Context: an optimization exercise on an open-source flow, tuned for small area and a short achievable clock period. The choices shown serve that exercise and are no tape-out recipe. Function was checked by simulation only, so behaviour that the tests miss may differ from the original.

$ cat flow/design.v
`timescale 1ns/1ps
module pipeline_control (
  input  logic general_clk,
  input  logic reset,
  input  logic in_valid,
  output logic out_valid
);
  logic v1, v2;
  always_ff @(posedge general_clk) begin
    if (reset) begin
      v1 <= 1'b0;
      v2 <= 1'b0;
    end else begin
      v1 <= in_valid;
      v2 <= v1;
    end
  end
  assign out_valid = v2;
endmodule
`timescale 1ns/1ps
module probability_stage (
  input  logic        general_clk,
  input  logic        reset,
  input  logic        in_valid,
  input  logic [15:0] fl,
  input  logic [15:0] fh,
  input  logic [3:0]  symbol,
  input  logic [4:0]  nsyms,
  input  logic        bool_mode,
  output logic        p_x,
  output logic        p_en,
  output logic        p_z,
  output logic        p_s,         
  output logic [9:0]  p_m2n,       
  output logic [5:0]  p_k,
  output logic [9:0]  p_nn,       
  output logic [4:0]  p_o2
);
  logic        vin;
  logic [9:0]  fl6, fh6;
  logic        first, sel_a, sel_c, sel_q;
  logic [5:0]  kd;        
  logic [4:0]  kdiff;     
  logic        kpos;
  logic [9:0]  m_p, m_q;
  logic [5:0]  k_next;
  assign vin   = in_valid & ~reset;
  assign fl6   = fl[15:6];
  assign fh6   = fh[15:6];
  assign first = (fl == 16'h8000);
  assign sel_a = vin & bool_mode & symbol[0];
  assign sel_c = vin & ~bool_mode & ~first;
  assign sel_q = vin & ~(bool_mode & symbol[0]);    
  assign kd    = {1'b0, nsyms} - {2'b00, symbol};
  assign kpos  = ~kd[5] & (kd[4:0] != 5'd0);
  assign kdiff = kd[5] ? 5'd0 : kd[4:0];
  assign m_p = sel_a ? fh6 : (sel_c ? fl6 : 10'd512);
  assign m_q = sel_q ? fh6 : 10'd0;
  always_comb begin
    if (sel_a)          k_next = 6'd1;
    else if (sel_c)     k_next = {5'd0, kpos};
    else if (!vin)      k_next = 6'd0;
    else if (bool_mode) k_next = 6'h3f;
    else if (kpos)      k_next = 6'd1 - {1'b0, kdiff};
    else                k_next = 6'd0;
  end
  always_ff @(posedge general_clk) begin
    p_x  <= ~sel_a & ~sel_c;
    p_z  <= ~sel_a & ~sel_c;
    p_en <= sel_q & fh6[0] & ~(sel_c & fl6[0]);
    {p_s, p_m2n} <= ({1'b0, m_p} - {1'b0, m_q}) ^ 11'h3ff;    
    p_k  <= k_next;
    p_nn  <= ~(sel_c ? fl6 : fh6);    
    p_o2 <= sel_c ? kdiff : 5'd1;
  end
endmodule
`timescale 1ns/1ps
module interval_update (
  input  logic        general_clk,
  input  logic        reset,
  input  logic        p_x,
  input  logic        p_en,
  input  logic        p_z,
  input  logic        p_s,         
  input  logic [9:0]  p_m2n,       
  input  logic [5:0]  p_k,
  input  logic [9:0]  p_nn,        
  input  logic [4:0]  p_o2,
  output logic [15:0] range_q,
  output logic [3:0]  d_q,
  output logic [15:0] add_next
);
  logic [7:0]  r8;
  logic [16:0] sum2;
  logic [16:0] sum2n;
  logic [15:0] raw;
  logic [15:0] rn;
  assign r8 = range_q[15:8];
  assign rn = ~range_q;
  wire [7:0] r8n = rn[15:8];
  wire lt_1, lt_2;
  assign lt_1 = (r8[7] & ~p_m2n[0]) ^ (r8[6] & ~p_m2n[1]);
  assign lt_2 = (r8[7] & ~p_m2n[0]) & (r8[6] & ~p_m2n[1]);
  wire lt_3, lt_4;
  assign lt_3 = (r8[7] & ~p_m2n[1]) ^ (r8[6] & ~p_m2n[2]) ^ (r8[5] & ~p_m2n[3]);
  assign lt_4 = ((r8[7] & ~p_m2n[1]) & (r8[6] & ~p_m2n[2])) | ((r8[7] & ~p_m2n[1]) & (r8[5] & ~p_m2n[3])) | ((r8[6] & ~p_m2n[2]) & (r8[5] & ~p_m2n[3]));
  wire lt_5, lt_6;
  assign lt_5 = (r8[7] & ~p_m2n[2]) ^ (r8[6] & ~p_m2n[3]);
  assign lt_6 = (r8[7] & ~p_m2n[2]) & (r8[6] & ~p_m2n[3]);
  wire lt_7, lt_8;
  assign lt_7 = (r8[7] & ~p_m2n[3]) ^ (r8[6] & ~p_m2n[4]) ^ (r8[5] & ~p_m2n[5]);
  assign lt_8 = ((r8[7] & ~p_m2n[3]) & (r8[6] & ~p_m2n[4])) | ((r8[7] & ~p_m2n[3]) & (r8[5] & ~p_m2n[5])) | ((r8[6] & ~p_m2n[4]) & (r8[5] & ~p_m2n[5]));
  wire lt_9, lt_10;
  assign lt_9 = (r8[4] & ~p_m2n[0]) ^ (r8[3] & ~p_m2n[1]);
  assign lt_10 = (r8[4] & ~p_m2n[0]) & (r8[3] & ~p_m2n[1]);
  wire lt_11, lt_12;
  assign lt_11 = (r8[5] & ~p_m2n[0]) ^ (r8[4] & ~p_m2n[1]) ^ (r8[3] & ~p_m2n[2]);
  assign lt_12 = ((r8[5] & ~p_m2n[0]) & (r8[4] & ~p_m2n[1])) | ((r8[5] & ~p_m2n[0]) & (r8[3] & ~p_m2n[2])) | ((r8[4] & ~p_m2n[1]) & (r8[3] & ~p_m2n[2]));
  wire lt_13, lt_14;
  assign lt_13 = (r8[2] & ~p_m2n[3]) ^ (r8[1] & ~p_m2n[4]);
  assign lt_14 = (r8[2] & ~p_m2n[3]) & (r8[1] & ~p_m2n[4]);
  wire lt_15, lt_16;
  assign lt_15 = (r8[6] & ~p_m2n[0]) ^ (r8[5] & ~p_m2n[1]) ^ (r8[4] & ~p_m2n[2]);
  assign lt_16 = ((r8[6] & ~p_m2n[0]) & (r8[5] & ~p_m2n[1])) | ((r8[6] & ~p_m2n[0]) & (r8[4] & ~p_m2n[2])) | ((r8[5] & ~p_m2n[1]) & (r8[4] & ~p_m2n[2]));
  wire lt_17, lt_18;
  assign lt_17 = (r8[3] & ~p_m2n[3]) ^ (r8[2] & ~p_m2n[4]) ^ (r8[1] & ~p_m2n[5]);
  assign lt_18 = ((r8[3] & ~p_m2n[3]) & (r8[2] & ~p_m2n[4])) | ((r8[3] & ~p_m2n[3]) & (r8[1] & ~p_m2n[5])) | ((r8[2] & ~p_m2n[4]) & (r8[1] & ~p_m2n[5]));
  wire lt_19, lt_20;
  assign lt_19 = (r8[0] & ~p_m2n[6]) ^ (range_q[5] & p_x);
  assign lt_20 = (r8[0] & ~p_m2n[6]) & (range_q[5] & p_x);
  wire lt_21, lt_22;
  assign lt_21 = (r8[5] & ~p_m2n[2]) ^ (r8[4] & ~p_m2n[3]) ^ (r8[3] & ~p_m2n[4]);
  assign lt_22 = ((r8[5] & ~p_m2n[2]) & (r8[4] & ~p_m2n[3])) | ((r8[5] & ~p_m2n[2]) & (r8[3] & ~p_m2n[4])) | ((r8[4] & ~p_m2n[3]) & (r8[3] & ~p_m2n[4]));
  wire lt_23, lt_24;
  assign lt_23 = (r8[2] & ~p_m2n[5]) ^ (r8[1] & ~p_m2n[6]) ^ (r8[0] & ~p_m2n[7]);
  assign lt_24 = ((r8[2] & ~p_m2n[5]) & (r8[1] & ~p_m2n[6])) | ((r8[2] & ~p_m2n[5]) & (r8[0] & ~p_m2n[7])) | ((r8[1] & ~p_m2n[6]) & (r8[0] & ~p_m2n[7]));
  wire lt_25, lt_26;
  assign lt_25 = (range_q[6] & p_x) ^ p_k[4] ^ lt_1;
  assign lt_26 = ((range_q[6] & p_x) & p_k[4]) | ((range_q[6] & p_x) & lt_1) | (p_k[4] & lt_1);
  wire lt_27, lt_28;
  assign lt_27 = (r8[4] & ~p_m2n[4]) ^ (r8[3] & ~p_m2n[5]) ^ (r8[2] & ~p_m2n[6]);
  assign lt_28 = ((r8[4] & ~p_m2n[4]) & (r8[3] & ~p_m2n[5])) | ((r8[4] & ~p_m2n[4]) & (r8[2] & ~p_m2n[6])) | ((r8[3] & ~p_m2n[5]) & (r8[2] & ~p_m2n[6]));
  wire lt_29, lt_30;
  assign lt_29 = (r8[1] & ~p_m2n[7]) ^ (r8[0] & ~p_m2n[8]) ^ (range_q[7] & p_x);
  assign lt_30 = ((r8[1] & ~p_m2n[7]) & (r8[0] & ~p_m2n[8])) | ((r8[1] & ~p_m2n[7]) & (range_q[7] & p_x)) | ((r8[0] & ~p_m2n[8]) & (range_q[7] & p_x));
  wire lt_31, lt_32;
  assign lt_31 = p_k[5] ^ lt_3 ^ lt_2;
  assign lt_32 = (p_k[5] & lt_3) | (p_k[5] & lt_2) | (lt_3 & lt_2);
  wire lt_33, lt_34;
  assign lt_33 = (r8[5] & ~p_m2n[4]) ^ (r8[4] & ~p_m2n[5]) ^ (r8[3] & ~p_m2n[6]);
  assign lt_34 = ((r8[5] & ~p_m2n[4]) & (r8[4] & ~p_m2n[5])) | ((r8[5] & ~p_m2n[4]) & (r8[3] & ~p_m2n[6])) | ((r8[4] & ~p_m2n[5]) & (r8[3] & ~p_m2n[6]));
  wire lt_35, lt_36;
  assign lt_35 = (r8[2] & ~p_m2n[7]) ^ (r8[1] & ~p_m2n[8]) ^ (r8[0] & ~p_m2n[9]);
  assign lt_36 = ((r8[2] & ~p_m2n[7]) & (r8[1] & ~p_m2n[8])) | ((r8[2] & ~p_m2n[7]) & (r8[0] & ~p_m2n[9])) | ((r8[1] & ~p_m2n[8]) & (r8[0] & ~p_m2n[9]));
  wire lt_37, lt_38;
  assign lt_37 = p_k[5] ^ lt_5 ^ lt_4;
  assign lt_38 = (p_k[5] & lt_5) | (p_k[5] & lt_4) | (lt_5 & lt_4);
  wire lt_39, lt_40;
  assign lt_39 = (r8[4] & ~p_m2n[6]) ^ (r8[3] & ~p_m2n[7]) ^ (r8[2] & ~p_m2n[8]);
  assign lt_40 = ((r8[4] & ~p_m2n[6]) & (r8[3] & ~p_m2n[7])) | ((r8[4] & ~p_m2n[6]) & (r8[2] & ~p_m2n[8])) | ((r8[3] & ~p_m2n[7]) & (r8[2] & ~p_m2n[8]));
  wire lt_41, lt_42;
  assign lt_41 = (r8[1] & ~p_m2n[9]) ^ (p_s & r8n[0]) ^ p_s;
  assign lt_42 = ((r8[1] & ~p_m2n[9]) & (p_s & r8n[0])) | ((r8[1] & ~p_m2n[9]) & p_s) | ((p_s & r8n[0]) & p_s);
  wire lt_43, lt_44;
  assign lt_43 = p_k[5] ^ lt_7 ^ lt_6;
  assign lt_44 = (p_k[5] & lt_7) | (p_k[5] & lt_6) | (lt_7 & lt_6);
  wire lt_45, lt_46;
  assign lt_45 = (r8[7] & ~p_m2n[4]) ^ (r8[6] & ~p_m2n[5]) ^ (r8[5] & ~p_m2n[6]);
  assign lt_46 = ((r8[7] & ~p_m2n[4]) & (r8[6] & ~p_m2n[5])) | ((r8[7] & ~p_m2n[4]) & (r8[5] & ~p_m2n[6])) | ((r8[6] & ~p_m2n[5]) & (r8[5] & ~p_m2n[6]));
  wire lt_47, lt_48;
  assign lt_47 = (r8[4] & ~p_m2n[7]) ^ (r8[3] & ~p_m2n[8]) ^ (r8[2] & ~p_m2n[9]);
  assign lt_48 = ((r8[4] & ~p_m2n[7]) & (r8[3] & ~p_m2n[8])) | ((r8[4] & ~p_m2n[7]) & (r8[2] & ~p_m2n[9])) | ((r8[3] & ~p_m2n[8]) & (r8[2] & ~p_m2n[9]));
  wire lt_49, lt_50;
  assign lt_49 = (p_s & r8n[1]) ^ p_k[5] ^ lt_8;
  assign lt_50 = ((p_s & r8n[1]) & p_k[5]) | ((p_s & r8n[1]) & lt_8) | (p_k[5] & lt_8);
  wire lt_51, lt_52;
  assign lt_51 = (r8[7] & ~p_m2n[5]) ^ (r8[6] & ~p_m2n[6]) ^ (r8[5] & ~p_m2n[7]);
  assign lt_52 = ((r8[7] & ~p_m2n[5]) & (r8[6] & ~p_m2n[6])) | ((r8[7] & ~p_m2n[5]) & (r8[5] & ~p_m2n[7])) | ((r8[6] & ~p_m2n[6]) & (r8[5] & ~p_m2n[7]));
  wire lt_53, lt_54;
  assign lt_53 = (r8[4] & ~p_m2n[8]) ^ (r8[3] & ~p_m2n[9]) ^ (p_s & r8n[2]);
  assign lt_54 = ((r8[4] & ~p_m2n[8]) & (r8[3] & ~p_m2n[9])) | ((r8[4] & ~p_m2n[8]) & (p_s & r8n[2])) | ((r8[3] & ~p_m2n[9]) & (p_s & r8n[2]));
  wire lt_55, lt_56;
  assign lt_55 = (r8[7] & ~p_m2n[6]) ^ (r8[6] & ~p_m2n[7]) ^ (r8[5] & ~p_m2n[8]);
  assign lt_56 = ((r8[7] & ~p_m2n[6]) & (r8[6] & ~p_m2n[7])) | ((r8[7] & ~p_m2n[6]) & (r8[5] & ~p_m2n[8])) | ((r8[6] & ~p_m2n[7]) & (r8[5] & ~p_m2n[8]));
  wire lt_57, lt_58;
  assign lt_57 = (r8[3] & ~p_m2n[0]) ^ (r8[2] & ~p_m2n[1]) ^ (r8[1] & ~p_m2n[2]);
  assign lt_58 = ((r8[3] & ~p_m2n[0]) & (r8[2] & ~p_m2n[1])) | ((r8[3] & ~p_m2n[0]) & (r8[1] & ~p_m2n[2])) | ((r8[2] & ~p_m2n[1]) & (r8[1] & ~p_m2n[2]));
  wire lt_59, lt_60;
  assign lt_59 = (r8[2] & ~p_m2n[2]) ^ (r8[1] & ~p_m2n[3]) ^ (r8[0] & ~p_m2n[4]);
  assign lt_60 = ((r8[2] & ~p_m2n[2]) & (r8[1] & ~p_m2n[3])) | ((r8[2] & ~p_m2n[2]) & (r8[0] & ~p_m2n[4])) | ((r8[1] & ~p_m2n[3]) & (r8[0] & ~p_m2n[4]));
  wire lt_61, lt_62;
  assign lt_61 = (range_q[3] & p_x) ^ p_k[1];
  assign lt_62 = (range_q[3] & p_x) & p_k[1];
  wire lt_63, lt_64;
  assign lt_63 = (r8[0] & ~p_m2n[5]) ^ (range_q[4] & p_x) ^ p_k[2];
  assign lt_64 = ((r8[0] & ~p_m2n[5]) & (range_q[4] & p_x)) | ((r8[0] & ~p_m2n[5]) & p_k[2]) | ((range_q[4] & p_x) & p_k[2]);
  wire lt_65, lt_66;
  assign lt_65 = lt_11 ^ lt_13 ^ lt_10;
  assign lt_66 = (lt_11 & lt_13) | (lt_11 & lt_10) | (lt_13 & lt_10);
  wire lt_67, lt_68;
  assign lt_67 = p_k[3] ^ lt_15 ^ lt_17;
  assign lt_68 = (p_k[3] & lt_15) | (p_k[3] & lt_17) | (lt_15 & lt_17);
  wire lt_69, lt_70;
  assign lt_69 = lt_19 ^ lt_12 ^ lt_14;
  assign lt_70 = (lt_19 & lt_12) | (lt_19 & lt_14) | (lt_12 & lt_14);
  wire lt_71, lt_72;
  assign lt_71 = lt_21 ^ lt_23 ^ lt_25;
  assign lt_72 = (lt_21 & lt_23) | (lt_21 & lt_25) | (lt_23 & lt_25);
  wire lt_73, lt_74;
  assign lt_73 = lt_16 ^ lt_18 ^ lt_20;
  assign lt_74 = (lt_16 & lt_18) | (lt_16 & lt_20) | (lt_18 & lt_20);
  wire lt_75, lt_76;
  assign lt_75 = lt_27 ^ lt_29 ^ lt_31;
  assign lt_76 = (lt_27 & lt_29) | (lt_27 & lt_31) | (lt_29 & lt_31);
  wire lt_77, lt_78;
  assign lt_77 = lt_22 ^ lt_24 ^ lt_26;
  assign lt_78 = (lt_22 & lt_24) | (lt_22 & lt_26) | (lt_24 & lt_26);
  wire lt_79, lt_80;
  assign lt_79 = lt_33 ^ lt_35 ^ lt_37;
  assign lt_80 = (lt_33 & lt_35) | (lt_33 & lt_37) | (lt_35 & lt_37);
  wire lt_81, lt_82;
  assign lt_81 = lt_28 ^ lt_30 ^ lt_32;
  assign lt_82 = (lt_28 & lt_30) | (lt_28 & lt_32) | (lt_30 & lt_32);
  wire lt_83, lt_84;
  assign lt_83 = lt_39 ^ lt_41 ^ lt_43;
  assign lt_84 = (lt_39 & lt_41) | (lt_39 & lt_43) | (lt_41 & lt_43);
  wire lt_85, lt_86;
  assign lt_85 = lt_34 ^ lt_36 ^ lt_38;
  assign lt_86 = (lt_34 & lt_36) | (lt_34 & lt_38) | (lt_36 & lt_38);
  wire lt_87, lt_88;
  assign lt_87 = lt_45 ^ lt_47 ^ lt_49;
  assign lt_88 = (lt_45 & lt_47) | (lt_45 & lt_49) | (lt_47 & lt_49);
  wire lt_89, lt_90;
  assign lt_89 = lt_40 ^ lt_42 ^ lt_44;
  assign lt_90 = (lt_40 & lt_42) | (lt_40 & lt_44) | (lt_42 & lt_44);
  wire lt_91, lt_92;
  assign lt_91 = p_k[5] ^ lt_51 ^ lt_53;
  assign lt_92 = (p_k[5] & lt_51) | (p_k[5] & lt_53) | (lt_51 & lt_53);
  wire lt_93, lt_94;
  assign lt_93 = lt_46 ^ lt_48 ^ lt_50;
  assign lt_94 = (lt_46 & lt_48) | (lt_46 & lt_50) | (lt_48 & lt_50);
  wire lt_95, lt_96;
  assign lt_95 = (r8[4] & ~p_m2n[9]) ^ (p_s & r8n[3]) ^ p_k[5];
  assign lt_96 = ((r8[4] & ~p_m2n[9]) & (p_s & r8n[3])) | ((r8[4] & ~p_m2n[9]) & p_k[5]) | ((p_s & r8n[3]) & p_k[5]);
  wire lt_97, lt_98;
  assign lt_97 = lt_55 ^ lt_52 ^ lt_54;
  assign lt_98 = (lt_55 & lt_52) | (lt_55 & lt_54) | (lt_52 & lt_54);
  wire lt_99, lt_100;
  assign lt_99 = (r8[7] & ~p_m2n[7]) ^ (r8[6] & ~p_m2n[8]) ^ (r8[5] & ~p_m2n[9]);
  assign lt_100 = ((r8[7] & ~p_m2n[7]) & (r8[6] & ~p_m2n[8])) | ((r8[7] & ~p_m2n[7]) & (r8[5] & ~p_m2n[9])) | ((r8[6] & ~p_m2n[8]) & (r8[5] & ~p_m2n[9]));
  wire lt_101, lt_102;
  assign lt_101 = (p_s & r8n[4]) ^ p_k[5] ^ lt_56;
  assign lt_102 = ((p_s & r8n[4]) & p_k[5]) | ((p_s & r8n[4]) & lt_56) | (p_k[5] & lt_56);
  wire lt_103, lt_104;
  assign lt_103 = (r8[7] & ~p_m2n[8]) ^ (r8[6] & ~p_m2n[9]) ^ (p_s & r8n[5]);
  assign lt_104 = ((r8[7] & ~p_m2n[8]) & (r8[6] & ~p_m2n[9])) | ((r8[7] & ~p_m2n[8]) & (p_s & r8n[5])) | ((r8[6] & ~p_m2n[9]) & (p_s & r8n[5]));
  wire lt_105, lt_106;
  assign lt_105 = (r8[1] & ~p_m2n[0]) ^ (r8[0] & ~p_m2n[1]);
  assign lt_106 = (r8[1] & ~p_m2n[0]) & (r8[0] & ~p_m2n[1]);
  wire lt_107, lt_108;
  assign lt_107 = (r8[2] & ~p_m2n[0]) ^ (r8[1] & ~p_m2n[1]) ^ (r8[0] & ~p_m2n[2]);
  assign lt_108 = ((r8[2] & ~p_m2n[0]) & (r8[1] & ~p_m2n[1])) | ((r8[2] & ~p_m2n[0]) & (r8[0] & ~p_m2n[2])) | ((r8[1] & ~p_m2n[1]) & (r8[0] & ~p_m2n[2]));
  wire lt_109, lt_110;
  assign lt_109 = (r8[0] & ~p_m2n[3]) ^ (range_q[2] & p_x) ^ p_k[0];
  assign lt_110 = ((r8[0] & ~p_m2n[3]) & (range_q[2] & p_x)) | ((r8[0] & ~p_m2n[3]) & p_k[0]) | ((range_q[2] & p_x) & p_k[0]);
  wire lt_111, lt_112;
  assign lt_111 = lt_9 ^ lt_59 ^ lt_61;
  assign lt_112 = (lt_9 & lt_59) | (lt_9 & lt_61) | (lt_59 & lt_61);
  wire lt_113, lt_114;
  assign lt_113 = lt_63 ^ lt_65 ^ lt_60;
  assign lt_114 = (lt_63 & lt_65) | (lt_63 & lt_60) | (lt_65 & lt_60);
  wire lt_115, lt_116;
  assign lt_115 = lt_67 ^ lt_69 ^ lt_64;
  assign lt_116 = (lt_67 & lt_69) | (lt_67 & lt_64) | (lt_69 & lt_64);
  wire lt_117, lt_118;
  assign lt_117 = lt_71 ^ lt_73 ^ lt_68;
  assign lt_118 = (lt_71 & lt_73) | (lt_71 & lt_68) | (lt_73 & lt_68);
  wire lt_119, lt_120;
  assign lt_119 = lt_75 ^ lt_77 ^ lt_72;
  assign lt_120 = (lt_75 & lt_77) | (lt_75 & lt_72) | (lt_77 & lt_72);
  wire lt_121, lt_122;
  assign lt_121 = lt_79 ^ lt_81 ^ lt_76;
  assign lt_122 = (lt_79 & lt_81) | (lt_79 & lt_76) | (lt_81 & lt_76);
  wire lt_123, lt_124;
  assign lt_123 = lt_83 ^ lt_85 ^ lt_80;
  assign lt_124 = (lt_83 & lt_85) | (lt_83 & lt_80) | (lt_85 & lt_80);
  wire lt_125, lt_126;
  assign lt_125 = lt_87 ^ lt_89 ^ lt_84;
  assign lt_126 = (lt_87 & lt_89) | (lt_87 & lt_84) | (lt_89 & lt_84);
  wire lt_127, lt_128;
  assign lt_127 = lt_91 ^ lt_93 ^ lt_88;
  assign lt_128 = (lt_91 & lt_93) | (lt_91 & lt_88) | (lt_93 & lt_88);
  wire lt_129, lt_130;
  assign lt_129 = lt_95 ^ lt_97 ^ lt_92;
  assign lt_130 = (lt_95 & lt_97) | (lt_95 & lt_92) | (lt_97 & lt_92);
  wire lt_131, lt_132;
  assign lt_131 = lt_99 ^ lt_101 ^ lt_96;
  assign lt_132 = (lt_99 & lt_101) | (lt_99 & lt_96) | (lt_101 & lt_96);
  wire lt_133, lt_134;
  assign lt_133 = p_k[5] ^ lt_103 ^ lt_100;
  assign lt_134 = (p_k[5] & lt_103) | (p_k[5] & lt_100) | (lt_103 & lt_100);
  wire lt_135, lt_136;
  assign lt_135 = (r8[7] & ~p_m2n[9]) ^ (p_s & r8n[6]) ^ p_k[5];
  assign lt_136 = ((r8[7] & ~p_m2n[9]) & (p_s & r8n[6])) | ((r8[7] & ~p_m2n[9]) & p_k[5]) | ((p_s & r8n[6]) & p_k[5]);
  wire lt_137, lt_138;
  assign lt_137 = (range_q[0] & p_x) ^ (p_en & r8[0]);
  assign lt_138 = (range_q[0] & p_x) & (p_en & r8[0]);
  wire lt_139, lt_140;
  assign lt_139 = (range_q[1] & p_x) ^ lt_107 ^ lt_106;
  assign lt_140 = ((range_q[1] & p_x) & lt_107) | ((range_q[1] & p_x) & lt_106) | (lt_107 & lt_106);
  wire lt_141, lt_142;
  assign lt_141 = lt_57 ^ lt_109 ^ lt_108;
  assign lt_142 = (lt_57 & lt_109) | (lt_57 & lt_108) | (lt_109 & lt_108);
  wire lt_143, lt_144;
  assign lt_143 = lt_58 ^ lt_111 ^ lt_110;
  assign lt_144 = (lt_58 & lt_111) | (lt_58 & lt_110) | (lt_111 & lt_110);
  wire lt_145, lt_146;
  assign lt_145 = lt_62 ^ lt_113 ^ lt_112;
  assign lt_146 = (lt_62 & lt_113) | (lt_62 & lt_112) | (lt_113 & lt_112);
  wire lt_147, lt_148;
  assign lt_147 = lt_66 ^ lt_115 ^ lt_114;
  assign lt_148 = (lt_66 & lt_115) | (lt_66 & lt_114) | (lt_115 & lt_114);
  wire lt_149, lt_150;
  assign lt_149 = lt_70 ^ lt_117 ^ lt_116;
  assign lt_150 = (lt_70 & lt_117) | (lt_70 & lt_116) | (lt_117 & lt_116);
  wire lt_151, lt_152;
  assign lt_151 = lt_74 ^ lt_119 ^ lt_118;
  assign lt_152 = (lt_74 & lt_119) | (lt_74 & lt_118) | (lt_119 & lt_118);
  wire lt_153, lt_154;
  assign lt_153 = lt_78 ^ lt_121 ^ lt_120;
  assign lt_154 = (lt_78 & lt_121) | (lt_78 & lt_120) | (lt_121 & lt_120);
  wire lt_155, lt_156;
  assign lt_155 = lt_82 ^ lt_123 ^ lt_122;
  assign lt_156 = (lt_82 & lt_123) | (lt_82 & lt_122) | (lt_123 & lt_122);
  wire lt_157, lt_158;
  assign lt_157 = lt_86 ^ lt_125 ^ lt_124;
  assign lt_158 = (lt_86 & lt_125) | (lt_86 & lt_124) | (lt_125 & lt_124);
  wire lt_159, lt_160;
  assign lt_159 = lt_90 ^ lt_127 ^ lt_126;
  assign lt_160 = (lt_90 & lt_127) | (lt_90 & lt_126) | (lt_127 & lt_126);
  wire lt_161, lt_162;
  assign lt_161 = lt_94 ^ lt_129 ^ lt_128;
  assign lt_162 = (lt_94 & lt_129) | (lt_94 & lt_128) | (lt_129 & lt_128);
  wire lt_163, lt_164;
  assign lt_163 = lt_98 ^ lt_131 ^ lt_130;
  assign lt_164 = (lt_98 & lt_131) | (lt_98 & lt_130) | (lt_131 & lt_130);
  wire lt_165, lt_166;
  assign lt_165 = lt_102 ^ lt_133 ^ lt_132;
  assign lt_166 = (lt_102 & lt_133) | (lt_102 & lt_132) | (lt_133 & lt_132);
  wire lt_167, lt_168;
  assign lt_167 = lt_104 ^ lt_135 ^ lt_134;
  assign lt_168 = (lt_104 & lt_135) | (lt_104 & lt_134) | (lt_135 & lt_134);
  wire [16:0] lt_a, lt_b;
  assign lt_a = {lt_167, lt_165, lt_163, lt_161, lt_159, lt_157, lt_155, lt_153, lt_151, lt_149, lt_147, lt_145, lt_143, lt_141, lt_139, lt_105, 1'b0};
  assign lt_b = {lt_166, lt_164, lt_162, lt_160, lt_158, lt_156, lt_154, lt_152, lt_150, lt_148, lt_146, lt_144, lt_142, lt_140, lt_138, lt_137, 1'b0};
  assign sum2 = lt_a + lt_b;
  assign raw  = sum2[16:1];
  wire at_1, at_2;
  assign at_1 = rn[6] ^ p_o2[4];
  assign at_2 = rn[6] & p_o2[4];
  wire at_3, at_4;
  assign at_3 = rn[7] ^ (r8[7] & ~p_nn[1]);
  assign at_4 = rn[7] & (r8[7] & ~p_nn[1]);
  wire at_5, at_6;
  assign at_5 = rn[8] ^ (r8[7] & ~p_nn[2]);
  assign at_6 = rn[8] & (r8[7] & ~p_nn[2]);
  wire at_7, at_8;
  assign at_7 = rn[3] ^ p_o2[1];
  assign at_8 = rn[3] & p_o2[1];
  wire at_9, at_10;
  assign at_9 = rn[4] ^ p_o2[2] ^ (r8[5] & ~p_nn[0]);
  assign at_10 = (rn[4] & p_o2[2]) | (rn[4] & (r8[5] & ~p_nn[0])) | (p_o2[2] & (r8[5] & ~p_nn[0]));
  wire at_11, at_12;
  assign at_11 = (r8[4] & ~p_nn[1]) ^ (r8[3] & ~p_nn[2]);
  assign at_12 = (r8[4] & ~p_nn[1]) & (r8[3] & ~p_nn[2]);
  wire at_13, at_14;
  assign at_13 = rn[5] ^ p_o2[3] ^ (r8[6] & ~p_nn[0]);
  assign at_14 = (rn[5] & p_o2[3]) | (rn[5] & (r8[6] & ~p_nn[0])) | (p_o2[3] & (r8[6] & ~p_nn[0]));
  wire at_15, at_16;
  assign at_15 = (r8[5] & ~p_nn[1]) ^ (r8[4] & ~p_nn[2]) ^ (r8[3] & ~p_nn[3]);
  assign at_16 = ((r8[5] & ~p_nn[1]) & (r8[4] & ~p_nn[2])) | ((r8[5] & ~p_nn[1]) & (r8[3] & ~p_nn[3])) | ((r8[4] & ~p_nn[2]) & (r8[3] & ~p_nn[3]));
  wire at_17, at_18;
  assign at_17 = (r8[2] & ~p_nn[4]) ^ (r8[1] & ~p_nn[5]);
  assign at_18 = (r8[2] & ~p_nn[4]) & (r8[1] & ~p_nn[5]);
  wire at_19, at_20;
  assign at_19 = (r8[7] & ~p_nn[0]) ^ (r8[6] & ~p_nn[1]) ^ (r8[5] & ~p_nn[2]);
  assign at_20 = ((r8[7] & ~p_nn[0]) & (r8[6] & ~p_nn[1])) | ((r8[7] & ~p_nn[0]) & (r8[5] & ~p_nn[2])) | ((r8[6] & ~p_nn[1]) & (r8[5] & ~p_nn[2]));
  wire at_21, at_22;
  assign at_21 = (r8[4] & ~p_nn[3]) ^ (r8[3] & ~p_nn[4]) ^ (r8[2] & ~p_nn[5]);
  assign at_22 = ((r8[4] & ~p_nn[3]) & (r8[3] & ~p_nn[4])) | ((r8[4] & ~p_nn[3]) & (r8[2] & ~p_nn[5])) | ((r8[3] & ~p_nn[4]) & (r8[2] & ~p_nn[5]));
  wire at_23, at_24;
  assign at_23 = (r8[1] & ~p_nn[6]) ^ (r8[0] & ~p_nn[7]) ^ at_1;
  assign at_24 = ((r8[1] & ~p_nn[6]) & (r8[0] & ~p_nn[7])) | ((r8[1] & ~p_nn[6]) & at_1) | ((r8[0] & ~p_nn[7]) & at_1);
  wire at_25, at_26;
  assign at_25 = (r8[6] & ~p_nn[2]) ^ (r8[5] & ~p_nn[3]) ^ (r8[4] & ~p_nn[4]);
  assign at_26 = ((r8[6] & ~p_nn[2]) & (r8[5] & ~p_nn[3])) | ((r8[6] & ~p_nn[2]) & (r8[4] & ~p_nn[4])) | ((r8[5] & ~p_nn[3]) & (r8[4] & ~p_nn[4]));
  wire at_27, at_28;
  assign at_27 = (r8[3] & ~p_nn[5]) ^ (r8[2] & ~p_nn[6]) ^ (r8[1] & ~p_nn[7]);
  assign at_28 = ((r8[3] & ~p_nn[5]) & (r8[2] & ~p_nn[6])) | ((r8[3] & ~p_nn[5]) & (r8[1] & ~p_nn[7])) | ((r8[2] & ~p_nn[6]) & (r8[1] & ~p_nn[7]));
  wire at_29, at_30;
  assign at_29 = (r8[0] & ~p_nn[8]) ^ at_3 ^ at_2;
  assign at_30 = ((r8[0] & ~p_nn[8]) & at_3) | ((r8[0] & ~p_nn[8]) & at_2) | (at_3 & at_2);
  wire at_31, at_32;
  assign at_31 = (r8[6] & ~p_nn[3]) ^ (r8[5] & ~p_nn[4]) ^ (r8[4] & ~p_nn[5]);
  assign at_32 = ((r8[6] & ~p_nn[3]) & (r8[5] & ~p_nn[4])) | ((r8[6] & ~p_nn[3]) & (r8[4] & ~p_nn[5])) | ((r8[5] & ~p_nn[4]) & (r8[4] & ~p_nn[5]));
  wire at_33, at_34;
  assign at_33 = (r8[3] & ~p_nn[6]) ^ (r8[2] & ~p_nn[7]) ^ (r8[1] & ~p_nn[8]);
  assign at_34 = ((r8[3] & ~p_nn[6]) & (r8[2] & ~p_nn[7])) | ((r8[3] & ~p_nn[6]) & (r8[1] & ~p_nn[8])) | ((r8[2] & ~p_nn[7]) & (r8[1] & ~p_nn[8]));
  wire at_35, at_36;
  assign at_35 = (r8[0] & ~p_nn[9]) ^ at_5 ^ at_4;
  assign at_36 = ((r8[0] & ~p_nn[9]) & at_5) | ((r8[0] & ~p_nn[9]) & at_4) | (at_5 & at_4);
  wire at_37, at_38;
  assign at_37 = rn[9] ^ (r8[7] & ~p_nn[3]) ^ (r8[6] & ~p_nn[4]);
  assign at_38 = (rn[9] & (r8[7] & ~p_nn[3])) | (rn[9] & (r8[6] & ~p_nn[4])) | ((r8[7] & ~p_nn[3]) & (r8[6] & ~p_nn[4]));
  wire at_39, at_40;
  assign at_39 = (r8[5] & ~p_nn[5]) ^ (r8[4] & ~p_nn[6]) ^ (r8[3] & ~p_nn[7]);
  assign at_40 = ((r8[5] & ~p_nn[5]) & (r8[4] & ~p_nn[6])) | ((r8[5] & ~p_nn[5]) & (r8[3] & ~p_nn[7])) | ((r8[4] & ~p_nn[6]) & (r8[3] & ~p_nn[7]));
  wire at_41, at_42;
  assign at_41 = (r8[2] & ~p_nn[8]) ^ (r8[1] & ~p_nn[9]) ^ at_6;
  assign at_42 = ((r8[2] & ~p_nn[8]) & (r8[1] & ~p_nn[9])) | ((r8[2] & ~p_nn[8]) & at_6) | ((r8[1] & ~p_nn[9]) & at_6);
  wire at_43, at_44;
  assign at_43 = rn[10] ^ (r8[7] & ~p_nn[4]) ^ (r8[6] & ~p_nn[5]);
  assign at_44 = (rn[10] & (r8[7] & ~p_nn[4])) | (rn[10] & (r8[6] & ~p_nn[5])) | ((r8[7] & ~p_nn[4]) & (r8[6] & ~p_nn[5]));
  wire at_45, at_46;
  assign at_45 = (r8[5] & ~p_nn[6]) ^ (r8[4] & ~p_nn[7]) ^ (r8[3] & ~p_nn[8]);
  assign at_46 = ((r8[5] & ~p_nn[6]) & (r8[4] & ~p_nn[7])) | ((r8[5] & ~p_nn[6]) & (r8[3] & ~p_nn[8])) | ((r8[4] & ~p_nn[7]) & (r8[3] & ~p_nn[8]));
  wire at_47, at_48;
  assign at_47 = rn[11] ^ (r8[7] & ~p_nn[5]) ^ (r8[6] & ~p_nn[6]);
  assign at_48 = (rn[11] & (r8[7] & ~p_nn[5])) | (rn[11] & (r8[6] & ~p_nn[6])) | ((r8[7] & ~p_nn[5]) & (r8[6] & ~p_nn[6]));
  wire at_49, at_50;
  assign at_49 = rn[2] ^ p_o2[0] ^ (r8[3] & ~p_nn[0]);
  assign at_50 = (rn[2] & p_o2[0]) | (rn[2] & (r8[3] & ~p_nn[0])) | (p_o2[0] & (r8[3] & ~p_nn[0]));
  wire at_51, at_52;
  assign at_51 = (r8[4] & ~p_nn[0]) ^ (r8[3] & ~p_nn[1]) ^ (r8[2] & ~p_nn[2]);
  assign at_52 = ((r8[4] & ~p_nn[0]) & (r8[3] & ~p_nn[1])) | ((r8[4] & ~p_nn[0]) & (r8[2] & ~p_nn[2])) | ((r8[3] & ~p_nn[1]) & (r8[2] & ~p_nn[2]));
  wire at_53, at_54;
  assign at_53 = (r8[1] & ~p_nn[3]) ^ (r8[0] & ~p_nn[4]);
  assign at_54 = (r8[1] & ~p_nn[3]) & (r8[0] & ~p_nn[4]);
  wire at_55, at_56;
  assign at_55 = (r8[2] & ~p_nn[3]) ^ (r8[1] & ~p_nn[4]) ^ (r8[0] & ~p_nn[5]);
  assign at_56 = ((r8[2] & ~p_nn[3]) & (r8[1] & ~p_nn[4])) | ((r8[2] & ~p_nn[3]) & (r8[0] & ~p_nn[5])) | ((r8[1] & ~p_nn[4]) & (r8[0] & ~p_nn[5]));
  wire at_57, at_58;
  assign at_57 = at_9 ^ at_11 ^ at_8;
  assign at_58 = (at_9 & at_11) | (at_9 & at_8) | (at_11 & at_8);
  wire at_59, at_60;
  assign at_59 = (r8[0] & ~p_nn[6]) ^ at_13 ^ at_15;
  assign at_60 = ((r8[0] & ~p_nn[6]) & at_13) | ((r8[0] & ~p_nn[6]) & at_15) | (at_13 & at_15);
  wire at_61, at_62;
  assign at_61 = at_17 ^ at_10 ^ at_12;
  assign at_62 = (at_17 & at_10) | (at_17 & at_12) | (at_10 & at_12);
  wire at_63, at_64;
  assign at_63 = at_19 ^ at_21 ^ at_23;
  assign at_64 = (at_19 & at_21) | (at_19 & at_23) | (at_21 & at_23);
  wire at_65, at_66;
  assign at_65 = at_14 ^ at_16 ^ at_18;
  assign at_66 = (at_14 & at_16) | (at_14 & at_18) | (at_16 & at_18);
  wire at_67, at_68;
  assign at_67 = at_25 ^ at_27 ^ at_29;
  assign at_68 = (at_25 & at_27) | (at_25 & at_29) | (at_27 & at_29);
  wire at_69, at_70;
  assign at_69 = at_20 ^ at_22 ^ at_24;
  assign at_70 = (at_20 & at_22) | (at_20 & at_24) | (at_22 & at_24);
  wire at_71, at_72;
  assign at_71 = at_31 ^ at_33 ^ at_35;
  assign at_72 = (at_31 & at_33) | (at_31 & at_35) | (at_33 & at_35);
  wire at_73, at_74;
  assign at_73 = at_26 ^ at_28 ^ at_30;
  assign at_74 = (at_26 & at_28) | (at_26 & at_30) | (at_28 & at_30);
  wire at_75, at_76;
  assign at_75 = at_37 ^ at_39 ^ at_41;
  assign at_76 = (at_37 & at_39) | (at_37 & at_41) | (at_39 & at_41);
  wire at_77, at_78;
  assign at_77 = at_32 ^ at_34 ^ at_36;
  assign at_78 = (at_32 & at_34) | (at_32 & at_36) | (at_34 & at_36);
  wire at_79, at_80;
  assign at_79 = (r8[2] & ~p_nn[9]) ^ at_43 ^ at_45;
  assign at_80 = ((r8[2] & ~p_nn[9]) & at_43) | ((r8[2] & ~p_nn[9]) & at_45) | (at_43 & at_45);
  wire at_81, at_82;
  assign at_81 = at_38 ^ at_40 ^ at_42;
  assign at_82 = (at_38 & at_40) | (at_38 & at_42) | (at_40 & at_42);
  wire at_83, at_84;
  assign at_83 = (r8[5] & ~p_nn[7]) ^ (r8[4] & ~p_nn[8]) ^ (r8[3] & ~p_nn[9]);
  assign at_84 = ((r8[5] & ~p_nn[7]) & (r8[4] & ~p_nn[8])) | ((r8[5] & ~p_nn[7]) & (r8[3] & ~p_nn[9])) | ((r8[4] & ~p_nn[8]) & (r8[3] & ~p_nn[9]));
  wire at_85, at_86;
  assign at_85 = at_47 ^ at_44 ^ at_46;
  assign at_86 = (at_47 & at_44) | (at_47 & at_46) | (at_44 & at_46);
  wire at_87, at_88;
  assign at_87 = rn[12] ^ (r8[7] & ~p_nn[6]) ^ (r8[6] & ~p_nn[7]);
  assign at_88 = (rn[12] & (r8[7] & ~p_nn[6])) | (rn[12] & (r8[6] & ~p_nn[7])) | ((r8[7] & ~p_nn[6]) & (r8[6] & ~p_nn[7]));
  wire at_89, at_90;
  assign at_89 = (r8[5] & ~p_nn[8]) ^ (r8[4] & ~p_nn[9]) ^ at_48;
  assign at_90 = ((r8[5] & ~p_nn[8]) & (r8[4] & ~p_nn[9])) | ((r8[5] & ~p_nn[8]) & at_48) | ((r8[4] & ~p_nn[9]) & at_48);
  wire at_91, at_92;
  assign at_91 = rn[13] ^ (r8[7] & ~p_nn[7]) ^ (r8[6] & ~p_nn[8]);
  assign at_92 = (rn[13] & (r8[7] & ~p_nn[7])) | (rn[13] & (r8[6] & ~p_nn[8])) | ((r8[7] & ~p_nn[7]) & (r8[6] & ~p_nn[8]));
  wire at_93, at_94;
  assign at_93 = rn[1] ^ (r8[2] & ~p_nn[0]);
  assign at_94 = rn[1] & (r8[2] & ~p_nn[0]);
  wire at_95, at_96;
  assign at_95 = (r8[2] & ~p_nn[1]) ^ (r8[1] & ~p_nn[2]) ^ (r8[0] & ~p_nn[3]);
  assign at_96 = ((r8[2] & ~p_nn[1]) & (r8[1] & ~p_nn[2])) | ((r8[2] & ~p_nn[1]) & (r8[0] & ~p_nn[3])) | ((r8[1] & ~p_nn[2]) & (r8[0] & ~p_nn[3]));
  wire at_97, at_98;
  assign at_97 = at_7 ^ at_51 ^ at_53;
  assign at_98 = (at_7 & at_51) | (at_7 & at_53) | (at_51 & at_53);
  wire at_99, at_100;
  assign at_99 = at_55 ^ at_57 ^ at_52;
  assign at_100 = (at_55 & at_57) | (at_55 & at_52) | (at_57 & at_52);
  wire at_101, at_102;
  assign at_101 = at_59 ^ at_61 ^ at_56;
  assign at_102 = (at_59 & at_61) | (at_59 & at_56) | (at_61 & at_56);
  wire at_103, at_104;
  assign at_103 = at_63 ^ at_65 ^ at_60;
  assign at_104 = (at_63 & at_65) | (at_63 & at_60) | (at_65 & at_60);
  wire at_105, at_106;
  assign at_105 = at_67 ^ at_69 ^ at_64;
  assign at_106 = (at_67 & at_69) | (at_67 & at_64) | (at_69 & at_64);
  wire at_107, at_108;
  assign at_107 = at_71 ^ at_73 ^ at_68;
  assign at_108 = (at_71 & at_73) | (at_71 & at_68) | (at_73 & at_68);
  wire at_109, at_110;
  assign at_109 = at_75 ^ at_77 ^ at_72;
  assign at_110 = (at_75 & at_77) | (at_75 & at_72) | (at_77 & at_72);
  wire at_111, at_112;
  assign at_111 = at_79 ^ at_81 ^ at_76;
  assign at_112 = (at_79 & at_81) | (at_79 & at_76) | (at_81 & at_76);
  wire at_113, at_114;
  assign at_113 = at_83 ^ at_85 ^ at_80;
  assign at_114 = (at_83 & at_85) | (at_83 & at_80) | (at_85 & at_80);
  wire at_115, at_116;
  assign at_115 = at_87 ^ at_89 ^ at_84;
  assign at_116 = (at_87 & at_89) | (at_87 & at_84) | (at_89 & at_84);
  wire at_117, at_118;
  assign at_117 = (r8[5] & ~p_nn[9]) ^ at_91 ^ at_88;
  assign at_118 = ((r8[5] & ~p_nn[9]) & at_91) | ((r8[5] & ~p_nn[9]) & at_88) | (at_91 & at_88);
  wire at_119, at_120;
  assign at_119 = rn[14] ^ (r8[7] & ~p_nn[8]) ^ (r8[6] & ~p_nn[9]);
  assign at_120 = (rn[14] & (r8[7] & ~p_nn[8])) | (rn[14] & (r8[6] & ~p_nn[9])) | ((r8[7] & ~p_nn[8]) & (r8[6] & ~p_nn[9]));
  wire at_121, at_122;
  assign at_121 = rn[0] ^ (r8[1] & ~p_nn[0]);
  assign at_122 = rn[0] & (r8[1] & ~p_nn[0]);
  wire at_123, at_124;
  assign at_123 = (r8[1] & ~p_nn[1]) ^ (r8[0] & ~p_nn[2]) ^ at_93;
  assign at_124 = ((r8[1] & ~p_nn[1]) & (r8[0] & ~p_nn[2])) | ((r8[1] & ~p_nn[1]) & at_93) | ((r8[0] & ~p_nn[2]) & at_93);
  wire at_125, at_126;
  assign at_125 = at_49 ^ at_95 ^ at_94;
  assign at_126 = (at_49 & at_95) | (at_49 & at_94) | (at_95 & at_94);
  wire at_127, at_128;
  assign at_127 = at_50 ^ at_97 ^ at_96;
  assign at_128 = (at_50 & at_97) | (at_50 & at_96) | (at_97 & at_96);
  wire at_129, at_130;
  assign at_129 = at_54 ^ at_99 ^ at_98;
  assign at_130 = (at_54 & at_99) | (at_54 & at_98) | (at_99 & at_98);
  wire at_131, at_132;
  assign at_131 = at_58 ^ at_101 ^ at_100;
  assign at_132 = (at_58 & at_101) | (at_58 & at_100) | (at_101 & at_100);
  wire at_133, at_134;
  assign at_133 = at_62 ^ at_103 ^ at_102;
  assign at_134 = (at_62 & at_103) | (at_62 & at_102) | (at_103 & at_102);
  wire at_135, at_136;
  assign at_135 = at_66 ^ at_105 ^ at_104;
  assign at_136 = (at_66 & at_105) | (at_66 & at_104) | (at_105 & at_104);
  wire at_137, at_138;
  assign at_137 = at_70 ^ at_107 ^ at_106;
  assign at_138 = (at_70 & at_107) | (at_70 & at_106) | (at_107 & at_106);
  wire at_139, at_140;
  assign at_139 = at_74 ^ at_109 ^ at_108;
  assign at_140 = (at_74 & at_109) | (at_74 & at_108) | (at_109 & at_108);
  wire at_141, at_142;
  assign at_141 = at_78 ^ at_111 ^ at_110;
  assign at_142 = (at_78 & at_111) | (at_78 & at_110) | (at_111 & at_110);
  wire at_143, at_144;
  assign at_143 = at_82 ^ at_113 ^ at_112;
  assign at_144 = (at_82 & at_113) | (at_82 & at_112) | (at_113 & at_112);
  wire at_145, at_146;
  assign at_145 = at_86 ^ at_115 ^ at_114;
  assign at_146 = (at_86 & at_115) | (at_86 & at_114) | (at_115 & at_114);
  wire at_147, at_148;
  assign at_147 = at_90 ^ at_117 ^ at_116;
  assign at_148 = (at_90 & at_117) | (at_90 & at_116) | (at_117 & at_116);
  wire at_149, at_150;
  assign at_149 = at_92 ^ at_119 ^ at_118;
  assign at_150 = (at_92 & at_119) | (at_92 & at_118) | (at_119 & at_118);
  wire at_151, at_152;
  assign at_151 = rn[15] ^ (r8[7] & ~p_nn[9]) ^ at_120;
  assign at_152 = (rn[15] & (r8[7] & ~p_nn[9])) | (rn[15] & at_120) | ((r8[7] & ~p_nn[9]) & at_120);
  wire [16:0] at_a, at_b;
  assign at_a = {at_151, at_149, at_147, at_145, at_143, at_141, at_139, at_137, at_135, at_133, at_131, at_129, at_127, at_125, at_123, (r8[0] & ~p_nn[1]), 1'b0};
  assign at_b = {at_150, at_148, at_146, at_144, at_142, at_140, at_138, at_136, at_134, at_132, at_130, at_128, at_126, at_124, at_122, at_121, 1'b0};
  assign sum2n    = at_a + at_b;
  assign add_next = ~(sum2n[16:1] | {16{p_z}});
  logic        z8, z4, z2, z1, raw_zero;
  logic [15:0] t1, t2, t3, range_next;
  logic [3:0]  d_next;
  assign z8 = ~|raw[15:8];
  assign t1 = z8 ? {raw[7:0], 8'd0} : raw;
  assign z4 = ~|t1[15:12];
  assign t2 = z4 ? {t1[11:0], 4'd0} : t1;
  assign z2 = ~|t2[15:14];
  assign t3 = z2 ? {t2[13:0], 2'd0} : t2;
  assign z1 = ~t3[15];
  assign range_next = z1 ? {t3[14:0], 1'b0} : t3;
  assign raw_zero = ~|raw;
  assign d_next = (raw_zero | reset) ? 4'd0 : {z8, z4, z2, z1};
  always_ff @(posedge general_clk) begin
    if (reset) range_q <= 16'd32768;
    else       range_q <= range_next;
    d_q <= d_next;
  end
endmodule
`timescale 1ns/1ps
module renormalizer (
  input  logic        general_clk,
  input  logic        reset,
  input  logic [15:0] add_next,
  input  logic [3:0]  d_q,
  output logic [23:0] low_out,
  output logic [4:0]  cnt_out,
  output logic [1:0]  bit_flag,
  output logic [15:0] out_bit_1,
  output logic [15:0] out_bit_2
);
  logic [23:0] sum_q;
  logic [3:0]  cq;
  logic [4:0]  e_sum;        
  logic        emit1, emit2;
  logic [2:0]  f_sum;        
  logic [23:0] low_shl;
  logic [23:0] low_next;
  logic [23:0] sum_next;
  logic [3:0]  cq_next;
  logic [7:0]  keep_hi;
  logic [24:0] win_src;
  logic [23:0] win;
  assign e_sum = {1'b0, cq} + {1'b0, d_q};
  assign emit1 = e_sum >= 5'd9;
  assign emit2 = e_sum >= 5'd17;
  assign f_sum = e_sum[2:0] - 3'd1;    
  always_comb begin
    case (f_sum)
      3'd0: keep_hi = 8'h00;
      3'd1: keep_hi = 8'h01;
      3'd2: keep_hi = 8'h03;
      3'd3: keep_hi = 8'h07;
      3'd4: keep_hi = 8'h0f;
      3'd5: keep_hi = 8'h1f;
      3'd6: keep_hi = 8'h3f;
      default: keep_hi = 8'h7f;
    endcase
    if (!emit1) keep_hi = 8'hff;
  end
  assign low_shl  = sum_q << d_q;
  assign low_next = low_shl & {keep_hi, 16'hffff};
  assign cq_next  = emit1 ? {1'b0, f_sum} + 4'd1 : e_sum[3:0];
  assign sum_next = low_next + {8'd0, add_next};
  assign win_src = {sum_q, 1'b0};
  assign win     = 24'(win_src >> cq);
  always_ff @(posedge general_clk) begin
    if (reset) begin
      sum_q <= '0;
      cq    <= '0;
    end else begin
      sum_q <= sum_next;
      cq    <= cq_next;
    end
  end
  assign low_out   = low_next;
  assign cnt_out   = {1'b0, cq_next} - 5'd9;
  assign bit_flag  = {emit2, emit1 & ~emit2};
  assign out_bit_1 = win[23:8];
  assign out_bit_2 = {8'd0, win[7:0]};
endmodule
`timescale 1ns/1ps
module arith_encoder #(
  parameter int SYMBOL_WIDTH = 4
) (
  input  logic                    general_clk,
  input  logic                    reset,
  input  logic                    in_valid,
  input  logic [15:0]             fl,
  input  logic [15:0]             fh,
  input  logic [SYMBOL_WIDTH-1:0] symbol,
  input  logic [SYMBOL_WIDTH:0]   nsyms,
  input  logic                    bool_mode,
  output logic                    out_valid,
  output logic [15:0]             range_out,
  output logic [23:0]             low_out,
  output logic [4:0]              cnt_out,
  output logic [1:0]              bit_flag,
  output logic [15:0]             out_bit_1,
  output logic [15:0]             out_bit_2
);
  logic        p_x, p_en, p_z;
  logic        p_s;
  logic [9:0]  p_m2n;
  logic [5:0]  p_k;
  logic [9:0]  p_nn;
  logic [4:0]  p_o2;
  logic [15:0] add_next;
  logic [3:0]  d_q;
  pipeline_control u_control (
    .general_clk (general_clk),
    .reset       (reset),
    .in_valid    (in_valid),
    .out_valid   (out_valid)
  );
  probability_stage u_stage_1 (
    .general_clk (general_clk),
    .reset       (reset),
    .in_valid    (in_valid),
    .fl          (fl),
    .fh          (fh),
    .symbol      (symbol),
    .nsyms       (nsyms),
    .bool_mode   (bool_mode),
    .p_x         (p_x),
    .p_en        (p_en),
    .p_z         (p_z),
    .p_s         (p_s),
    .p_m2n       (p_m2n),
    .p_k         (p_k),
    .p_nn         (p_nn),
    .p_o2        (p_o2)
  );
  interval_update u_stage_2 (
    .general_clk (general_clk),
    .reset       (reset),
    .p_x         (p_x),
    .p_en        (p_en),
    .p_z         (p_z),
    .p_s         (p_s),
    .p_m2n       (p_m2n),
    .p_k         (p_k),
    .p_nn         (p_nn),
    .p_o2        (p_o2),
    .range_q     (range_out),
    .d_q         (d_q),
    .add_next    (add_next)
  );
  renormalizer u_stage_3 (
    .general_clk (general_clk),
    .reset       (reset),
    .add_next    (add_next),
    .d_q         (d_q),
    .low_out     (low_out),
    .cnt_out     (cnt_out),
    .bit_flag    (bit_flag),
    .out_bit_1   (out_bit_1),
    .out_bit_2   (out_bit_2)
  );
endmodule
$ cat flow/flow/run.sh
#!/bin/bash
# The standard layout with three changes: synthesis skips the quick ABC pass
# inside Yosys's synth (the final ABC mapping still runs), adders use Yosys's
# Sklansky carry network instead of Kogge-Stone, and the ports get the
# smallest buffer instead of the delay buffer that buffer_ports picks by
# default. All output goes to run_standard.log in this folder; ORFS keeps its
# own logs under orfs/logs.
set -euo pipefail
export SYNTH_ARGS="-noabc"
export SYNTH_OPERATIONS_ARGS="-extra-map +/choices/sklansky.v"
export BUFFER_PORTS_ARGS="-buffer_cell sky130_fd_sc_hd__buf_1"
bash standard.sh > run_standard.log 2>&1
$ cat flow/constraint.sdc
create_clock -name core_clock -period 9.0 [get_ports {general_clk}]
set_input_delay 1.8000 -clock core_clock [delete_from_list [all_inputs] [get_ports {general_clk}]]
set_output_delay 1.8000 -clock core_clock [all_outputs]
set_load 0.01 [all_outputs]
$ cat flow/config.mk
export PLATFORM = sky130hd
export DESIGN_NAME = arith_encoder
export DESIGN_NICKNAME = arith_encoder
export VERILOG_FILES = /design/flow/design.v
export SDC_FILE = /design/flow/constraint.sdc
export NUM_CORES = 4
export LEC_CHECK = 0
export ABC_AREA = 1
export CAP_MARGIN = 20
export CORE_MARGIN = 2
export CORE_UTILIZATION = 40
export CTS_BUF_LIST = sky130_fd_sc_hd__clkbuf_8
export GPL_ROUTABILITY_DRIVEN = 0
export SETUP_SLACK_MARGIN = 3.0
export SLEW_MARGIN = 20
$ cat flow/standard.sh
#!/bin/bash
# synth_recipe.tcl (not shown) runs the flow's synth.tcl, then flattens the netlist and writes it again
# the make line also repeats each setting of config.mk as NAME=value (left out here)
make -C /OpenROAD-flow-scripts/flow DESIGN_CONFIG=/design/flow/config.mk WORK_HOME=/design/flow/orfs CLKGATE_MAP_FILE= SYNTH_SCRIPT=/design/flow/synth_recipe.tcl "${@:-finish}"
==> impl_metrics.toml, run 1 <==
[global_routing]
grt_max_degree = 48
grt_pass1_wl_um = 53600
grt_pass1_vias = 10712
gr-total-overflow = 0
grt_usage = 0.212
antenna_found_initial = 0

[die]
die-width_um = 179
rows = 64
die_y_um = 179
num_io_pins = 125
core_area_um2 = 30400
start_util = 0.404
dieArea_um2 = 32200

[routing]
viasPerCell = 5.03
vias = 11070
drt_iter0_drc = 552
wl_per_cell_um = 15.4
drcViolationCount = 0
wl_um = 33900
ant_nets = 0
drtPass1Iterations = 5

[placed_design]
portBuffers = 110
dpl-instance-area_um2 = 12800
detailed_place_hpwl_um = 26600

[setup_path]
r2r_cells = 24
r2r_end = "u_stage_3.sum_q[16]"
start_kind = "register"
worstReg2RegStart = "u_stage_2.range_q[15]"
setup.worst_path.class = "register to register"
required_ns = 9.24
worstPathMaxFanout = 5
cp-endpoint = "u_stage_3.sum_q[16]"
cp-end-kind = "register"
cp-startpoint = "u_stage_2.range_q[15]"
arrival_ns = 6.00
ff2ff_setup_slack_ns = 3.24

[worst_hold_path]
hp-class = "register to register"
whs_path_depth = 2
min_from = "u_control.v1"

[finish]
fin_util = 0.451
syn_to_final_growth_pct = 11.6
insertedDiodeCount = 0
design_area_um2 = 13700
fin_nets = 2096
drive_above_1_share = 0.0992

[logic_synthesis]
synthSimpleGateAreaFrac = 0.255
synth-async-reset-ratio = 0
netlist_instances = 1716
yosysSeqAreaShare = 0.137
synth.cell_area_um2 = 12300
synth_edf_count = 0
synthAdderAreaFrac = 0.354
synthXorXnorAreaFrac = 0.0207
synth_top_family_by_area = "adder cells"
synthMuxAreaShare = 0.0138
yosysWarnings = 4
synth_cell_types = 52
syn_area_per_cell_um2 = 7.17
ys_ff_latch = 84
synth_ff_type = "dfxtp_1"
synth_compound_area_frac = 0.110

[clocking]
tritoncts_num_sinks = 84
h-tree-depth = 3
cts_tree = "done"
postCtsHoldBufs = 0
clk_latency_ns = 0.37
numCtsBuffers = 9
root_buffer = "clkbuf_8"
cts_buffer_depth = 2
clk_pin_slew_worst_paths_ns = 0.09

[sta]
setup_viol = 0
worstMarginPinSlew_ns = 0.820
skew_ns = 0.0170
fin_crit_sh = 0.640
tns_ns = 0
fmax_mhz = 174
finalCriticalPeriod_ns = 5.76
relSlewSlack = 0.452
rsz0062_at_grt = "yes"
drv_slew = 0
hold_violations = 0

[run_status]
status = "complete, no violations"

[flow_run]
max-cap-violations = 0
layout make-up:
class,count,area [um^2]
Timing Repair Buffer,155,782
Inverter,228,928
Clock buffer,9,124
Tap cell,396,495
Timing Repair inverter,4,25.0
Multi-Input combinational cell,1317,9600
Sequential cell,84,1720
Clock inverter,7,45.0
Fill cell,3176,16700
state kept, by name, indices dropped and copies added (netlist names):
register           cells
u_stage_1.p_k          6
u_control.v2           1
u_stage_3.sum_q       24
u_control.v1           1
u_stage_3.cq           4
u_stage_1.p_x          1
u_stage_2.d_q          4
u_stage_2.range_q     16
u_stage_1.p_nn        10
u_stage_1.p_s          1
u_stage_1.p_m2n       10
u_stage_1.p_o2         5
u_stage_1.p_en         1
worst min-delay path by stage:
stage / to
after floorplan: u_control.v2
after global placement: u_control.v2
final: u_control.v2
after detailed placement: u_control.v2
after CTS: u_control.v2
after global routing: u_control.v2
worst max-delay path, stage by stage (launching register included):
cell and delay [ns]:
dfxtp_4 0.41, clkinvlp_4 0.15, buf_4 0.18, nor2_1 0.10, ha_1 0.25, fa_1 0.47
fa_1 0.52, fa_1 0.43, fa_1 0.58, ha_4 0.22, a21o_1 0.19, buf_4 0.15
a21oi_1 0.20, inv_1 0.11, a21oi_2 0.14, xnor2_1 0.13, nor2_1 0.06, ha_1 0.36
nand2_1 0.08, a21oi_2 0.18, nor3_2 0.08, a21oi_4 0.24, ha_2 0.32, inv_1 0.05
nor2_1 0.03
cell usage after synthesis (all sizes together) (10+ instances only):
cell type  instances  area [um^2]
fa               160         3200
a21oi             52          275
inv              223          840
clkbuf            47          176
xor2              19          166
nor2             256         1010
dfxtp             84         1680
or2               11         68.8
o21ai            162          815
o211ai            13         97.6
mux2i             17          170
ha                92         1150
nand2            426         1670
xnor2             10         87.6
buf               49          320
nand3             45          240
repair_timing:
action / in CTS / in global routing
setup endpoints to repair: 37 / 31
resized for setup: 38 / 71
buffers inserted: 17 / 24
pin swaps: 7 / 47
cloned: 4 / 2
stage by stage:
step           setup WS, ns  hold WS (ns)  cells
5_1_grt                2.92         0.535   2200
3_5_place_dp           1.77         0.463   2137
6_report               3.24         0.475   2200
2_1_floorplan          3.04         0.388   1723
3_3_place_gp           1.83         0.478   2137
4_1_cts                2.99         0.474   2174
placed cells by master (no fill, tap or decap), types with 5 or more instances in the layout:
master and n:
clkinvlp_4 9, ha_4 9, nor4_1 5, nand2_1 408, nor2_1 236, o211ai_1 13
nor2_4 9, o21ai_1 9, inv_1 212, ha_1 82, dfxtp_4 8, buf_4 41
nand2_2 10, dfxtp_2 8, fa_1 157, dfxtp_1 68, xor2_1 18, nand2_4 6
o21ai_0 152, a31oi_1 6, mux2i_1 17, conb_1 8, xnor2_1 10, nand3_1 40
or2_2 10, clkbuf_8 9, a21oi_1 43, a21oi_2 7, nor2_2 12, buf_1 110
cells by family after synthesis:
logic type | count (synthesis)
other | 1
AND/OR/NAND/NOR | 760
buffers and inverters | 324
adder cells (fa/ha/maj) | 252
multiplexers | 17
XOR/XNOR | 29
flip-flops | 84
AO/OA/AOI/OAI | 249
metal layers:
| layer | vias up | wire length [um] | global-route usage |
|---|---|---|---|
| met5 | - | 0 | 0 |
| met4 | 0 | 700 | 0.0507 |
| met3 | 39 | 1610 | 0.0295 |
| met2 | 253 | 17600 | 0.396 |
| met1 | 5305 | 14000 | 0.257 |
| li1 | 5473 | - | - |
==> run 2: changes to the inputs <==
--- a/flow/config.mk
+++ b/flow/config.mk
@@ -10,6 +10,7 @@
 export CORE_MARGIN = 2
 export CORE_UTILIZATION = 40
 export CTS_BUF_LIST = sky130_fd_sc_hd__clkbuf_8
-export GPL_ROUTABILITY_DRIVEN = 0
+export CTS_CLUSTER_DIAMETER = 60
+export CTS_CLUSTER_SIZE = 20
 export SETUP_SLACK_MARGIN = 3.0
 export SLEW_MARGIN = 20
==> run 2 against run 1 <==
Effect of this change: still clean; wire length did not move; count of clock-buffer cells in the layout unchanged; critical endpoint unchanged.
==> impl_metrics.toml, run 2 <==
[run_status]
status = "complete, no violations"

[logic_synthesis]
synth_top_area_frac = 0.260
post-synth-top-count-cell = "nand2_1"
synth_ff_type = "dfxtp_1"
synth.cell_area_um2 = 12300
yosysWarnings = 4
syn_area_per_cell_um2 = 7.17
synthTopCellsByCount = "nand2_1 (413), nor2_1 (250), inv_1 (216), fa_1 (160), o21ai_0 (155)"
yosysSeqAreaShare = 0.137
synth_largest_area_cell = "fa_1"
ys_ff_latch = 84
synth_edf_count = 0
synth-async-reset-ratio = 0
netlist_instances = 1716
synth_cell_types = 52
synth.area.top_cells = "fa_1 (26%), dfxtp_1 (14%), nand2_1 (13%)"

[global_routing]
grt_pass1_vias = 10712
grt_usage = 0.212
grt_pass1_wl_um = 53600
gr-total-overflow = 0
antenna_found_initial = 0
grt_max_degree = 48

[clocking]
clk_pin_slew_worst_paths_ns = 0.09
postCtsHoldBufs = 0
cts_buffer_depth = 2
numCtsBuffers = 9
cts_tree = "done"
tritoncts_num_sinks = 84
h-tree-depth = 3
root_buffer = "clkbuf_8"
clk_latency_ns = 0.37

[die]
rows = 64
die_y_um = 179
dieArea_um2 = 32200
start_util = 0.404
num_io_pins = 125
die-width_um = 179
core_area_um2 = 30400

[routing]
vias = 11070
wl_met3_um = 1610
top_layer = "met4"
wl_per_cell_um = 15.4
wl_met1_um = 14000
viasPerCell = 5.03
drtPass1Iterations = 5
ant_nets = 0
drcViolationCount = 0
drt_iter0_drc = 552
wl_met2_um = 17600
wl_um = 33900

[sta]
fmax_mhz = 174
tns_ns = 0
relSlewSlack = 0.452
skew_ns = 0.0170
worstMarginPinSlew_ns = 0.820
finalCriticalPeriod_ns = 5.76
rsz0062_at_grt = "yes"
setup_viol = 0
fin_crit_sh = 0.640
drv_slew = 0
hold_violations = 0

[worst_hold_path]
whs_path_depth = 2
min_to = "u_control.v2"
min_from = "u_control.v1"
hp-class = "register to register"

[finish]
fin_nets = 2096
reg.largest.list = "u_stage_3.sum_q (24), u_stage_2.range_q (16)"
insertedDiodeCount = 0
syn_to_final_growth_pct = 11.6
drive_above_1_share = 0.0992
regMostFlops = "u_stage_3.sum_q"
layout_commonest_cell = "nand2_1"
layout_common_cells = "nand2_1 (408), nor2_1 (236), inv_1 (212)"
largest_register_ffs = 24

[placed_design]
detailed_place_hpwl_um = 26600
gp_congestion = 0.876
portBuffers = 110

[setup_path]
arrival_ns = 6.00
cp-end-kind = "register"
start_kind = "register"
r2r_cells = 24
required_ns = 9.24
setup.worst_path.class = "register to register"
r2r_end = "u_stage_3.sum_q[16]"
worstPathMaxFanout = 5
ff2ff_setup_slack_ns = 3.24
worstReg2RegStart = "u_stage_2.range_q[15]"

[flow_run]
max-cap-violations = 0
[run 2: cell counts after synthesis]
Identical to the previous run, type by type.
[run 2: how the worst max path moves through the flow]
stage	from	to	slack, ns	depth (start not counted)
6_report	u_stage_2.range_q[15]	u_stage_3.sum_q[16]	3.24	24
3_3_place_gp	u_stage_2.range_q[11]	u_stage_3.sum_q[22]	1.83	25
3_5_place_dp	u_stage_2.range_q[11]	u_stage_3.sum_q[22]	1.77	25
5_1_grt	u_stage_2.range_q[15]	u_stage_3.sum_q[22]	2.92	26
4_1_cts	u_stage_2.range_q[13]	u_stage_3.sum_q[22]	2.99	26
2_1_floorplan	u_stage_2.range_q[13]	u_stage_2.range_q[2]	3.04	30
[run 2: layout make-up]
cell class / count / area (um^2)
Sequential cell: 84 / 1720
Multi-Input combinational cell: 1317 / 9600
Clock buffer: 9 / 124
Clock inverter: 7 / 45.0
Timing Repair inverter: 4 / 25.0
Fill cell: 3176 / 16700
Timing Repair Buffer: 155 / 782
Tap cell: 396 / 495
Inverter: 228 / 928
[run 2: metal layers]
layer  vias to the layer above  GRT usage
li1                       5473          -
met1                      5305      0.257
met2                       253      0.396
met3                        39     0.0295
met4                         0     0.0507
met5                         -          0
[run 2: kinds of logic after synthesis]
family / Yosys count / share of synthesized area
and+or+nand+nor: 760 / 0.255
muxes: 17 / 0.0138
DFF: 84 / 0.137
adders and majority gates: 252 / 0.354
AOI/OAI and AO/OA: 249 / 0.110
buffers and inverters: 324 / 0.110
xor gates and xnor gates: 29 / 0.0207
other: 1 / 0.000305
[run 2: metrics by stage]
stage,cell area (um^2),hold WS (ns),std cells,worst slack (ns),utilization
global route,13700,0.535,2200,2.92,0.451
CTS,13200,0.474,2174,2.99,0.435
finish,13700,0.475,2200,3.24,0.451
global placement,12800,0.478,2137,1.83,0.420
floorplan,12300,0.388,1723,3.04,-
detailed placement,12800,0.463,2137,1.77,0.420
[run 2: critical path, cell delays in order (launching register included)]
cell and delay [ns]:
dfxtp_4 0.41, clkinvlp_4 0.15, buf_4 0.18, nor2_1 0.10, ha_1 0.25, fa_1 0.47
fa_1 0.52, fa_1 0.43, fa_1 0.58, ha_4 0.22, a21o_1 0.19, buf_4 0.15
a21oi_1 0.20, inv_1 0.11, a21oi_2 0.14, xnor2_1 0.13, nor2_1 0.06, ha_1 0.36
nand2_1 0.08, a21oi_2 0.18, nor3_2 0.08, a21oi_4 0.24, ha_2 0.32, inv_1 0.05
nor2_1 0.03
[run 2: what timing repair did]
item	4_1_cts	5_1_grt
pin swaps	7	47
setup buffers	17	24
endpoints found under the setup margin	37	31
cloned	4	2
resized for setup	38	71

-- separate check: timing with driven ports --
In the flow no input, the clock included, has a driving cell. The finished layouts below were timed again as built, in two steps.
Step 1 assumes that a clkbuf_16 drives the clock port and a buf_2 every other input.
Step 2, shift: input delay + t, output delay - t, t = (earliest + latest rising clock arrival at the registers) / 2. This alone moves slack from input paths to output paths.
Three values: no drivers, after step 1, after step 2; two values: the first two.
| run | t (ns) | setup slack, ns | latest minus earliest clock arrival (ns) | worst data-port slew with drivers (ns) | cell pins on the clock port's net |
|---|---|---|---|---|---|
| run 1 | 0.413 | 3.244 / 3.244 / 3.171 | 0.017 / 0.018 | 0.03 | 1 |
| run 2 | 0.413 | 3.244 / 3.244 / 3.171 | 0.017 / 0.018 | 0.03 | 1 |
After both steps every run listed still meets setup and hold.
